What follows belongs to an exercise in optimizing a design on an open flow for small area, a short achievable clock period and few clock cycles per item; a production flow would make more cautious choices. In this exercise RTL edits were held to simulation tests only and were not proved equivalent to the original. The clock port is modelled as an ideal driver, which makes a skipped or thinned clock tree look cheaper than it is; a real chip needs a root buffer or a tree. Power is estimated from default activity; no workload was simulated.

== v36 ==
// hilbert_curve_converter
module hilbert_curve_converter (
   input  logic                        clock,
   input  logic                        reset,
   input  logic                        req_valid,
   output logic                        req_stall,
   input  logic [64:0]                 req_word,
   output logic                        rsp_valid,
   input  logic                        rsp_stall,
   output logic [63:0]                 rsp_word,
   input  logic                        csr_write_enable,
   input  logic [4:0]                  csr_write_data
);
   localparam int N  = hcc_pkg::MAX_ORDER;
   localparam int NP = N / 2;
   localparam int MW = hcc_pkg::MAP_W;
   localparam int NL = 5;                       
   logic [hcc_pkg::ORDER_W-1:0] order_ff;       
   logic [N-1:0]                lvl_mask;       
   logic                        take;           
   logic                        s1_take;        
   logic [N-1:0]                a_in, e_in;
   logic                        s1_valid_ff;
   logic                        s1_action_ff;   
   logic                        s1_action_n_ff;
   logic                        s1_act;         
   logic                        s1_act_b;
   logic [N-1:0]                s1_a_ff, s1_e_ff;
   logic [NP-1:0][MW-1:0]       pmap;           
   logic [NP-1:0][MW-1:0]       pre_in;         
   logic [NP-1:0][MW-1:0]       pre_out;        
   logic [NP-2:0][1:0]          pz_in;          
   logic [N-1:0]                ah_in;          
  ...
Size in the first run: about 900 cells after synthesis, ~87 flip-flops, roughly 140 I/O pins, roughly 6600 µm² of cells after synthesis.
==> flow/config.mk <==
export PLATFORM = sky130hd
export DESIGN_NAME = hilbert_curve_converter
export DESIGN_NICKNAME = hilbert_curve_converter
export VERILOG_FILES = /design/flow/design.v
export SDC_FILE = /design/flow/constraint.sdc
export NUM_CORES = 4
export LEC_CHECK = 0
export ABC_AREA = 1
export CAP_MARGIN = 20
export CORE_AREA = 2.3 2.72 121.9 122.4
export DIE_AREA = 0 0 124 124.5
export SETUP_SLACK_MARGIN = 2.2
export SLEW_MARGIN = 20
==> flow/constraint.sdc <==
create_clock -name core_clock -period 5.0 [get_ports {clock}]
set_input_delay 1.0000 -clock core_clock [delete_from_list [all_inputs] [get_ports {clock}]]
set_output_delay 1.0000 -clock core_clock [all_outputs]
set_load 0.01 [all_outputs]
standard.sh (not shown) runs the stock make flow with config.mk's settings and CLKGATE_MAP_FILE= SYNTH_SCRIPT=/design/flow/synth_recipe.tcl, a recipe that flattens the netlist after the stock synthesis.
==> flow/flow/run.sh <==
#!/bin/bash
# The standard layout, with two changes:
#  - the ports are buffered by the smallest buffer instead of the delay buffer
#    buffer_ports picks by default; every port still gets its own buffer;
#  - the clock tree is one level of four clkbuf_16 (flow/one_level_cts.tcl)
#    instead of TritonCTS's two-level H-tree.
set -euo pipefail
export BUFFER_PORTS_ARGS="-buffer_cell sky130_fd_sc_hd__buf_1"
export PRE_CTS_TCL="$(pwd)/flow/one_level_cts.tcl"
bash standard.sh finish > standard_flow.log 2>&1
Other scripts of this flow, unchanged in this note and not shown: flow/flow/one_level_cts.tcl
v36: full flow OK, the timing, design-rule and antenna checks passed
Testbench counts of v36, summed over its fixed seeds: cycles 2,568, items 2,560.
[inputs] v15 vs v36
--- a/flow/design.v
+++ b/flow/design.v
@@ -38,46 +38,44 @@
    input  logic [64:0]                 req_word,
    output logic                        rsp_valid,
    input  logic                        rsp_stall,
    output logic [63:0]                 rsp_word,
    input  logic                        csr_write_enable,
    input  logic [4:0]                  csr_write_data
 );
    localparam int N  = hcc_pkg::MAX_ORDER;
    localparam int NP = N / 2;
    localparam int MW = hcc_pkg::MAP_W;
-   localparam int NL = 5;                       
    logic [hcc_pkg::ORDER_W-1:0] order_ff;       
    logic [N-1:0]                lvl_mask;       
    logic                        take;           
    logic                        s1_take;        
    logic [N-1:0]                a_in, e_in;
    logic                        s1_valid_ff;
    logic                        s1_action_ff;   
    logic                        s1_action_n_ff;
    logic                        s1_act;         
    logic                        s1_act_b;
    logic [N-1:0]                s1_a_ff, s1_e_ff;
    logic [NP-1:0][MW-1:0]       pmap;           
    logic [NP-1:0][MW-1:0]       pre_in;         
    logic [NP-1:0][MW-1:0]       pre_out;        
    logic [NP-2:0][1:0]          pz_in;          
-   logic [N-1:0]                ah_in;          
    logic                        rsp_valid_ff;
    logic                        rsp_act_x_ff;   
    logic                        rsp_act_y_ff;
    logic                        rsp_ix_hi_ff;   
    logic                        rsp_ix_lo_ff;
    logic [N-1:0]                rsp_a_ff, rsp_e_ff;
-   logic [NL-1:0][1:0]          rsp_pz_ff;
-   logic [2*NL-1:0]             st_u, st_c;     
-   logic [2*NL-1:0]             st1_u, st1_c;   
+   logic [NP-2:0][1:0]          rsp_pz_ff;
+   logic [N-1:0]                st_u, st_c;     
+   logic [N-1:0]                st1_u, st1_c;   
    function automatic logic [1:0] lvl_step(input logic act, input logic a, input logic e,
                                            input logic [1:0] z);
       logic u, c;
       u = z[1];
       c = z[0];
       if (act == hcc_pkg::ACT_TO_INDEX) begin
          if (!e) u = u ^ c;
          else    c = c ^ u;
       end
       lvl_step = {u ^ (!a & !e), c ^ (a & e)};
@@ -199,64 +197,48 @@
    assign pre_out[1] = p1_1;
    assign pre_out[2] = p2_1;
    assign pre_out[3] = p3_2;
    assign pre_out[4] = p4_1;
    assign pre_out[5] = p5_2;
    assign pre_out[6] = p6_2;
    assign pre_out[7] = p7_3;
    for (genvar j = 0; j < NP-1; j++) begin : g_pz
       assign pz_in[j] = {pre_out[NP-2-j][0], pre_out[NP-2-j][1]};
    end
-   for (genvar j = 0; j < NP; j++) begin : g_upper
-      if (j < NL) begin : g_lower
-         assign ah_in[2*j+1] = s1_a_ff[2*j+1];
-         assign ah_in[2*j]   = s1_a_ff[2*j];
-      end else begin : g_upper
-         logic [1:0] zs, zl;
-         if (j == NP-1) begin : g_top
-            assign zs = {order_ff[0], 1'b0};
-         end else begin : g_rest
-            assign zs = pz_in[j];
-         end
-         assign zl = lvl_step(s1_act_b, s1_a_ff[2*j+1], s1_e_ff[2*j+1], zs);
-         assign ah_in[2*j+1] = s1_a_ff[2*j+1] ^ (s1_e_ff[2*j+1] ? zs[1] : zs[0]);
-         assign ah_in[2*j]   = s1_a_ff[2*j] ^ (s1_e_ff[2*j] ? zl[1] : zl[0]);
-      end
-   end
    always_ff @(posedge clock) begin
       if (take) begin
          rsp_act_x_ff  <= s1_action_ff;
          rsp_act_y_ff  <= !s1_action_n_ff;
          rsp_ix_hi_ff  <= !s1_action_ff;
          rsp_ix_lo_ff  <= s1_action_n_ff;
-         rsp_a_ff      <= ah_in;
+         rsp_a_ff      <= s1_a_ff;
          rsp_e_ff      <= s1_e_ff;
-         rsp_pz_ff     <= pz_in[NL-1:0];
-      end
-   end
-   for (genvar j = 0; j < NL; j++) begin : g_state
+         rsp_pz_ff     <= pz_in;
+      end
+   end
+   for (genvar j = 0; j < NP; j++) begin : g_state
       logic [1:0] zs;
-      assign zs = rsp_pz_ff[j];
+      if (j == NP-1) begin : g_top
+         assign zs = {order_ff[0], 1'b0};
+      end else begin : g_rest
+         assign zs = rsp_pz_ff[j];
+      end
       assign {st_u[2*j+1], st_c[2*j+1]} = zs;
       assign {st_u[2*j], st_c[2*j]} =
          lvl_step(hcc_pkg::ACT_TO_INDEX, rsp_a_ff[2*j+1], rsp_e_ff[2*j+1], zs);
       assign {st1_u[2*j+1], st1_c[2*j+1]} = zs;
       assign {st1_u[2*j], st1_c[2*j]} =
          lvl_step(hcc_pkg::ACT_TO_COORDS, rsp_a_ff[2*j+1], rsp_e_ff[2*j+1], zs);
    end
    for (genvar s = 0; s < N; s++) begin : g_rsp
-      logic e, hi0, hi1;
-      assign e = rsp_e_ff[s];
-      if (s < 2*NL) begin : g_lower
-         assign hi0 = rsp_a_ff[s] ^ (e ? st_u[s] : st_c[s]);
-         assign hi1 = rsp_a_ff[s] ^ (e ? st1_u[s] : st1_c[s]);
-      end else begin : g_upper
-         assign hi0 = rsp_a_ff[s];
-         assign hi1 = rsp_a_ff[s];
-      end
+      logic a, e, hi0, hi1;
+      assign a   = rsp_a_ff[s];
+      assign e   = rsp_e_ff[s];
+      assign hi0 = a ^ st_c[s] ^ ((st_u[s] ^ st_c[s]) & e);
+      assign hi1 = a ^ st1_c[s] ^ ((st1_u[s] ^ st1_c[s]) & e);
       assign rsp_word[32+2*s+1] = hi0 & rsp_ix_hi_ff;
       assign rsp_word[32+2*s]   = e & rsp_ix_lo_ff;
       assign rsp_word[16+s]     = hi1 & (rsp_act_x_ff == hcc_pkg::ACT_TO_COORDS);
       assign rsp_word[s]        = (hi1 ^ e) & (rsp_act_y_ff == hcc_pkg::ACT_TO_COORDS);
    end
    assign rsp_valid = rsp_valid_ff;
 endmodule
==> run notes <==
- v15 completed; timing, DRC and antenna clean
- For v36, the last element of the critical path was rsp_pz_ff[4], unlike v15, where it was rsp_word[14].
- Comparing global-route usage for v15 and v36, the bigger number came from v15.
- Relative to v36, internal power summed over all cells has increased by about 3% in v15.
- For the area after synthesis, v15 came in 260 µm² higher than v36 did.
- The setup skew after layout in v15 sits 6.1 ps below the value recorded for v36.
- v15 vs. v36: wire length reported by the detailed router went up, total power did not really move, register cell area after layout went up, clock network power did not really move.
- Going from v36 to v15, the part of the total power dissipated in combinational logic was found to have gone down by 1.8 points.
Testbench counts of v15, summed over its fixed seeds: cycles 2,568, items 2,560.
In every run of this note, the design's own scripts or RTL, not TritonCTS, make the clock network.

* * *

Another version of the RTL of hilbert_curve_converter (not shown whole).
Size: roughly 610 cells after synthesis, ~5700 um^2 of cells after synthesis.
clock: 5.0 ns
lec_check: 0
abc_area: 1
cap_margin: 20
core_area: 2.3 2.72 112.7 112.88
die_area: 0 0 115 115.2
setup_slack_margin: 2.6
slew_margin: 20
tns_end_percent: 5
==> flow/flow/run.sh <==
#!/bin/bash
# The standard layout, with three changes:
#  - after the standard synthesis, its combinational logic is mapped again by
#    ABC (flow/remap.tcl, script below); every register instance is kept as
#    the standard synthesis made it, with its name and cell;
#  - the ports are buffered by the smallest buffer instead of the delay buffer
#    buffer_ports picks by default; every port still gets its own buffer;
#  - the clock tree is one level of four clkbuf_16 (flow/one_level_cts.tcl)
#    instead of TritonCTS's two-level H-tree.
# Each tool's output goes to a log file of its own in this folder.
set -euo pipefail
work=$(pwd)
results=$work/orfs/results/sky130hd/hilbert_curve_converter/base
export BUFFER_PORTS_ARGS="-buffer_cell sky130_fd_sc_hd__buf_1"
export PRE_CTS_TCL="$work/flow/one_level_cts.tcl"

# standard synthesis
bash standard.sh "$results/1_2_yosys.v" > standard_synth.log 2>&1

# re-map the combinational logic
cp "$results/1_2_yosys.v" "$work/standard_netlist.v"
YOSYS=$(command -v yosys || echo "$FLOW_HOME/../tools/install/yosys/bin/yosys")
REMAP_IN=$work/standard_netlist.v REMAP_OUT=$work/remapped_netlist.v \
REMAP_TOP=${FLOW_TOP:-hilbert_curve_converter} REMAP_STAT=$work/remap_stat.txt \
REMAP_LIB=$FLOW_HOME/platforms/sky130hd/lib/sky130_fd_sc_hd__tt_025C_1v80.lib \
REMAP_SCRIPT="strash; &get -n; &dch -f; &nf -R 1000; &put" \
  "$YOSYS" -c "$work/flow/remap.tcl" > remap.log 2>&1
cp "$work/remapped_netlist.v" "$results/1_2_yosys.v"
touch "$results/1_2_yosys.v"

# the rest of the standard layout on the re-mapped netlist
bash standard.sh finish > standard_layout.log 2>&1
Other scripts of this flow, unchanged in this note and not shown: flow/flow/one_level_cts.tcl, flow/flow/remap.tcl
Testbench counts at the start, summed over its fixed seeds: cycles 2,568, items 2,560.
Next try:
--- a/flow/design.v
+++ b/flow/design.v
@@ -37,23 +37,23 @@
    output logic                        req_stall,
    input  logic [64:0]                 req_word,
    output logic                        rsp_valid,
    input  logic                        rsp_stall,
    output logic [63:0]                 rsp_word,
    input  logic                        csr_write_enable,
    input  logic [4:0]                  csr_write_data
 );
    localparam int N  = hcc_pkg::MAX_ORDER;
    localparam int NP = N / 2;
    localparam int MW = hcc_pkg::MAP_W;
-   localparam int NL = 5;                       
+   localparam int NL = 4;                       
    logic [hcc_pkg::ORDER_W-1:0] order_ff;       
    logic [N-1:0]                lvl_mask;       
    logic                        take;           
    logic                        s1_take;        
    logic [N-1:0]                a_in, e_in;
    logic                        s1_valid_ff;
    logic                        s1_action_ff;   
    logic                        s1_action_n_ff;
    logic                        s1_act;         
    logic                        s1_act_b;
    logic [N-1:0]                s1_a_ff, s1_e_ff;
Final cell count came out lower by 1.4%.
Routed wire length came out higher by 2.7%.
Combinational power is about the same.
Synthesized area came out lower by 1.8%.
Hold slack is about the same.
Synthesized cell count came out lower by 1.5%.
Via count came out higher by 0.55%.
Final area came out lower by 1.9%.
Total power came out lower by 0.65%.
Worst setup slack degrades by 150 ps.
Sequential power is about the same.
Sequential cell count came out lower by 2.
Maximum frequency came out lower by 4.9%.
Core utilization came out lower by 1.1 points.
Testbench counts after the change, summed over its fixed seeds: cycles 2,568, items 2,560.
No run of this note takes its clock network from TritonCTS; it comes from the design's own scripts or RTL.

==> static timing again, ports no longer ideal <==
The flow's constraints put no driver on any port. The routed layouts listed below were extracted and timed again, unchanged, in two steps.
Step 1 (the two cells are an assumption about what drives the block):
set clk [get_ports {clock}]
set_driving_cell -lib_cell sky130_fd_sc_hd__clkbuf_16 $clk
set_driving_cell -lib_cell sky130_fd_sc_hd__buf_2 [delete_from_list [all_inputs] $clk]
Step 2 times the ports against the registers' clock, not the clock port: input delays grow and output delays shrink by t, the midpoint of the rising clock arrivals with the driver on.
Three values: ideal, step 1, step 2; two values: the first two.
| run | t (ns) | slack for setup (ns) | clock arrival spread, ns | worst register clock-pin slew, ns | cell pins on the clock port's net |
|---|---|---|---|---|---|
| v36 | 0.237 | 2.212 / 2.190 / 2.212 | 0.013 / 0.013 | 0.09 / 0.09 | 4 |
| v15 | 0.235 | 2.243 / 2.158 / 2.259 | 0.006 / 0.006 | 0.09 / 0.09 | 4 |
| the first run of note 2 | 0.238 | 2.106 / 2.099 / 1.978 | 0.010 / 0.010 | 0.09 / 0.09 | 4 |
| the second run of note 2 | 0.233 | 1.958 / 1.958 / 1.856 | 0.007 / 0.007 | 0.09 / 0.09 | 4 |
After both steps setup and hold are still met in every run listed. For the first run of note 2, which loses most, drivers alone change the setup slack by -0.007 ns; drivers and shift together by -0.128 ns.
